What follows belongs to an exercise in optimizing a design on an open flow for small area; a production flow would make more cautious choices.
The RTL was checked by simulation tests, not by an equivalence proof against the original design. The flow treats the clock pin as an ideal source, which a real chip does not have.

## green
Design ws2812_fade_source, start of the top module:
module ws2812_fade_source #(
  parameter int LED_COUNT  = 16,
  parameter int FADE_DIV   = 4,
  parameter int GAP_CYCLES = 1000
) (
  input  logic       CLK,
  input  logic       RST,
  input  logic [7:0] random,
  input  logic       data_request,
  output logic       trigger,
  output logic [7:0] data,
  output logic       more_data
);
Size in the first run: ~1200 cells after synthesis, about 21 I/O pins, ~20000 µm² of cells after synthesis.
==> module ws2812_fade_source, before the edit <==
module ws2812_fade_source #(
  parameter int LED_COUNT  = 16,
  parameter int FADE_DIV   = 4,
  parameter int GAP_CYCLES = 1000
) (
  input  logic       CLK,
  input  logic       RST,
  input  logic [7:0] random,
  input  logic       data_request,
  output logic       trigger,
  output logic [7:0] data,
  output logic       more_data
);
  localparam int NBYTES = ws2812_fade_source_pkg::CH_PER_LED * LED_COUNT;
  localparam int GRP    = 4;
  localparam int NGRP   = NBYTES / GRP;
  localparam int PW     = $clog2(GRP);
  localparam int CNT_W  = $clog2(((GAP_CYCLES > NBYTES) ? GAP_CYCLES : NBYTES) + 1);
  localparam int FDIV_W = (FADE_DIV > 1) ? $clog2(FADE_DIV) : 1;
  localparam logic [CNT_W-1:0]  GAP_LAST  = CNT_W'(GAP_CYCLES - 1);
  localparam logic [CNT_W-1:0]  IDX_LAST  = CNT_W'(NBYTES - 1);
  localparam logic [FDIV_W-1:0] FDIV_LAST = FDIV_W'(FADE_DIV - 1);
  logic send, tail, upd;
  logic fresh;
  logic [CNT_W-1:0]  cnt;
  logic [FDIV_W-1:0] fdiv;
  logic [GRP-1:0] ph;
  logic [PW-1:0] pp, pu;
  logic [PW-1:0] dsel_q;
  logic [7:0] cur [NBYTES];
  logic [7:0] tgt [NBYTES];
  logic [7:0] rnd_q [GRP-1];
  logic          gap, inc, last;
  logic          req_p, req_u;
  logic          due, rot, turn, rot_upd;
  logic [PW-1:0] pp_next, pu_next, dsel;
  logic [GRP-1:0] hs;
  logic [7:0]    rnd_d;
  logic [7:0]    cur_in, tgt_in;
  function automatic logic ones_of(input logic [CNT_W-1:0] v, input logic [CNT_W-1:0] c);
    ones_of = ((v & c) == c);
  endfunction
  assign gap   = !(send || tail || upd);
  assign req_p = send && data_request;
  assign req_u = upd;
  assign inc   = gap || req_p || req_u;
  assign last  = gap ? ones_of(cnt, GAP_LAST) : ones_of(cnt, IDX_LAST);
  assign due     = pp != '0 || pu != '0 || req_p || req_u;
  assign rot     = ph[0] && due;
  assign turn    = (ph[GRP-1:1] != '0) || !due;
  assign rot_upd = (pp == '0) && (pu != '0 || req_u);
  assign pp_next = pp + PW'(req_p) - PW'(rot && !rot_upd);
  assign pu_next = pu + PW'(req_u) - PW'(rot && rot_upd);
  assign dsel  = upd ? pu : dsel_q;
  assign rnd_d = (dsel == '0) ? random : rnd_q[dsel - PW'(1)];
  fade_step u_fade_step (
    .cur      (cur[0]),
    .tgt      (tgt[0]),
    .random   (rnd_d),
    .en       (rot_upd),
    .fresh    (fresh),
    .cur_next (cur_in),
    .tgt_next (tgt_in)
  );
  always_ff @(posedge CLK or posedge RST) begin
    if (RST) begin
      send  <= 1'b0;
      tail  <= 1'b0;
      upd   <= 1'b0;
      fresh <= 1'b1;
      cnt   <= '0;
      fdiv  <= '0;
      ph    <= GRP'(1);
      pp    <= '0;
      pu    <= '0;
    end else begin
      if (inc) begin
        cnt <= last ? '0 : cnt + CNT_W'(1);
      end
      if (gap && last) begin
        send <= 1'b1;
      end
      if (req_p && last) begin
        send <= 1'b0;
        tail <= 1'b1;
      end
      if (tail && data_request) begin
        tail <= 1'b0;
        fdiv <= (fdiv == FDIV_LAST) ? '0 : fdiv + FDIV_W'(1);
        if (fdiv == FDIV_LAST) upd <= 1'b1;
      end
      if (upd && last) begin
        upd <= 1'b0;
      end
      if (rot && rot_upd && pu_next == '0 && (!upd || last)) begin
        fresh <= 1'b0;
      end
      ph <= rot ? ph : {ph[GRP-2:0], ph[GRP-1]};
      pp <= pp_next;
      pu <= pu_next;
    end
  end
  always_ff @(posedge CLK) begin
    dsel_q   <= dsel;
    rnd_q[0] <= random;
    for (int i = 1; i < GRP - 1; i++) rnd_q[i] <= rnd_q[i-1];
    for (int g = 0; g < NGRP; g++) begin
      for (int j = 0; j < GRP - 1; j++) begin
        cur[g*GRP+j] <= cur[g*GRP+j+1];
        tgt[g*GRP+j] <= tgt[g*GRP+j+1];
      end
      if (g == NGRP - 1) begin
        cur[g*GRP+GRP-1] <= (cur[g*GRP] & {8{turn}}) | (cur_in & {8{rot}});
        tgt[g*GRP+GRP-1] <= (tgt[g*GRP] & {8{turn}}) | (tgt_in & {8{rot}});
      end else begin
        cur[g*GRP+GRP-1] <= (cur[g*GRP] & {8{turn}}) | (cur[g*GRP+GRP] & {8{rot}});
        tgt[g*GRP+GRP-1] <= (tgt[g*GRP] & {8{turn}}) | (tgt[g*GRP+GRP] & {8{rot}});
      end
    end
  end
  always_comb begin
    hs = '0;
    for (int j = 0; j < GRP; j++)
      for (int i = 0; i < GRP; i++)
        if (ph[j] && int'(pp) == (i + j) % GRP) hs[i] = send && !fresh;
  end
  always_comb begin
    data = 8'h00;
    for (int i = 0; i < GRP; i++) data = data | (cur[i] & {8{hs[i]}});
  end
  assign trigger   = send;
  assign more_data = send;
endmodule
Settings: LEC_CHECK=0, CAP_MARGIN=20, CORE_MARGIN=2, CORE_UTILIZATION=65, CTS_BUF_LIST=sky130_fd_sc_hd__clkbuf_16, CTS_CLUSTER_DIAMETER=100, CTS_CLUSTER_SIZE=35, GPL_ROUTABILITY_DRIVEN=1, PLACE_DENSITY=0.75, SLEW_MARGIN=20; clock period 10.0 ns.
standard.sh (not shown) runs the stock make flow with config.mk's settings and CLKGATE_MAP_FILE= SYNTH_SCRIPT=/design/flow/synth_recipe.tcl, a recipe that flattens the netlist after the stock synthesis.
==> flow/flow/run.sh <==
#!/bin/bash
# Layout flow: the standard synthesis, then its combinational logic mapped
# again by ABC for area (the registers are kept as synthesis made them, names
# and cell types), then the standard layout from floorplan on, with the
# port buffers made of the smallest buffer cell. Each tool writes its own log
# in this folder.
set -euo pipefail
HERE=$(pwd)
RES=$HERE/orfs/results/$FLOW_PLATFORM/ws2812_fade_source/base
LIB=$FLOW_HOME/platforms/$FLOW_PLATFORM/lib/sky130_fd_sc_hd__tt_025C_1v80.lib

# 1. Standard synthesis.
bash standard.sh synth > synth.log 2>&1
cp "$RES/1_2_yosys.v" "$HERE/synth_standard.v"

# 2. Area remap of the logic between the registers.
sed -e "s|@LIB@|$LIB|g" \
    -e "s|@IN@|$HERE/synth_standard.v|" \
    -e "s|@OUT@|$RES/1_2_yosys.v|" \
    -e "s|@ABC@|$HERE/flow/area.abc|" \
    flow/remap.ys.in > remap.ys
yosys -s remap.ys > remap.log 2>&1
printf 'read_liberty -lib %s\nread_verilog %s\nhierarchy -top %s\ncheck -assert\n' \
  "$LIB" "$RES/1_2_yosys.v" "$FLOW_TOP" > remap_check.ys
yosys -s remap_check.ys > remap_check.log 2>&1
rm -f "$RES/1_synth.odb" "$RES/1_synth.sdc"

# 3. Standard layout from the remapped netlist.
export BUFFER_PORTS_ARGS="-buffer_cell sky130_fd_sc_hd__buf_1"
bash standard.sh > layout.log 2>&1
==> flow/flow/area.abc <==
&get -n
&st
&syn2
&dch
&nf -a
&st
&syn2
&dch
&nf -a
&put
==> flow/flow/remap.ys.in <==
# Remap the combinational logic of the standard synthesis for area.
read_liberty -overwrite -ignore_miss_func -setattr liberty_cell @LIB@
read_verilog @IN@
hierarchy -top ws2812_fade_source
# Registers stay as they are: same instances, names and cells.
setattr -mod -set keep_hierarchy 1 sky130_fd_sc_hd__df*
flatten
opt_clean -purge
abc -liberty @LIB@ -script @ABC@ -dont_use sky130_fd_sc_hd__probe* -dont_use sky130_fd_sc_hd__lpflow*
opt_clean -purge
hilomap -singleton -hicell sky130_fd_sc_hd__conb_1 HI -locell sky130_fd_sc_hd__conb_1 LO
insbuf -buf sky130_fd_sc_hd__buf_1 A X
splitnets
opt_clean -purge
setattr -mod -unset keep_hierarchy sky130_fd_sc_hd__df*
stat -liberty @LIB@
# Write the top module only, not the library cells read above.
select ws2812_fade_source
write_verilog -noattr -nohex -nodec -selected @OUT@
Changes in orange relative to green:
--- a/flow/design.v
+++ b/flow/design.v
@@ -65,12 +65,11 @@
   logic [7:0] tgt [NBYTES];
   logic [7:0] rnd_q [GRP-1];
   logic          gap, inc, last;
   logic          req_p, req_u;
   logic          due, rot, turn, rot_upd;
-  logic [PW-1:0] pp_next, pu_next, dsel;
-  logic [GRP-1:0] hs;
+  logic [PW-1:0] pp_next, pu_next, dsel, hsel;
   logic [7:0]    rnd_d;
   logic [7:0]    cur_in, tgt_in;
   function automatic logic ones_of(input logic [CNT_W-1:0] v, input logic [CNT_W-1:0] c);
     ones_of = ((v & c) == c);
   endfunction
@@ -151,17 +150,12 @@
         tgt[g*GRP+GRP-1] <= (tgt[g*GRP] & {8{turn}}) | (tgt[g*GRP+GRP] & {8{rot}});
       end
     end
   end
   always_comb begin
-    hs = '0;
-    for (int j = 0; j < GRP; j++)
-      for (int i = 0; i < GRP; i++)
-        if (ph[j] && int'(pp) == (i + j) % GRP) hs[i] = send && !fresh;
-  end
-  always_comb begin
-    data = 8'h00;
-    for (int i = 0; i < GRP; i++) data = data | (cur[i] & {8{hs[i]}});
+    hsel = '0;
+    for (int j = 0; j < GRP; j++) if (ph[j]) hsel = PW'((int'(pp) + GRP - j) % GRP);
   end
   assign trigger   = send;
   assign more_data = send;
+  assign data      = cur[hsel] & {8{send && !fresh}};
 endmodule
[summary]
- Summary of orange over green: top achievable clock speed saw an increase; number of buffers other than clock buffers in the final layout saw an increase.
- Area growth from synthesis to final layout: orange vs green up 0.18 points
- [compare] base=green new=orange: number of nets in the synthesized netlist rose about 2.1%; post-route cell area went up by 130 µm²; share of the clock period used by the worst path after layout decreased by 4.7 points relative to the old numbers.

==> afterwards: timing with drivers on the ports <==
The flow's constraints put no driver on any port. The routed layouts listed below were extracted and timed again, unchanged, in two steps. Step 1: set_driving_cell puts a clkbuf_16 on CLK and a buf_2 on each other input, an assumption about the parent block. Step 2, shift: input delay + t, output delay - t, t = (earliest + latest rising clock arrival at the registers) / 2. This alone moves slack from input paths to output paths. Slacks: ideal / step 1 / step 2; pairs: ideal / step 1.
| run | t (ns) | setup slack, ns | hold slack, ns |
|---|---|---|---|
| green | 0.619 | 4.988 / 4.937 / 5.102 | 0.314 / 0.314 / 0.314 |
| orange | 0.627 | 5.460 / 5.410 / 5.372 | 0.319 / 0.319 / 0.319 |
After both steps setup and hold are still met in every run listed. For orange, which loses most, drivers alone change the setup slack by -0.050 ns; drivers and shift together by -0.088 ns.
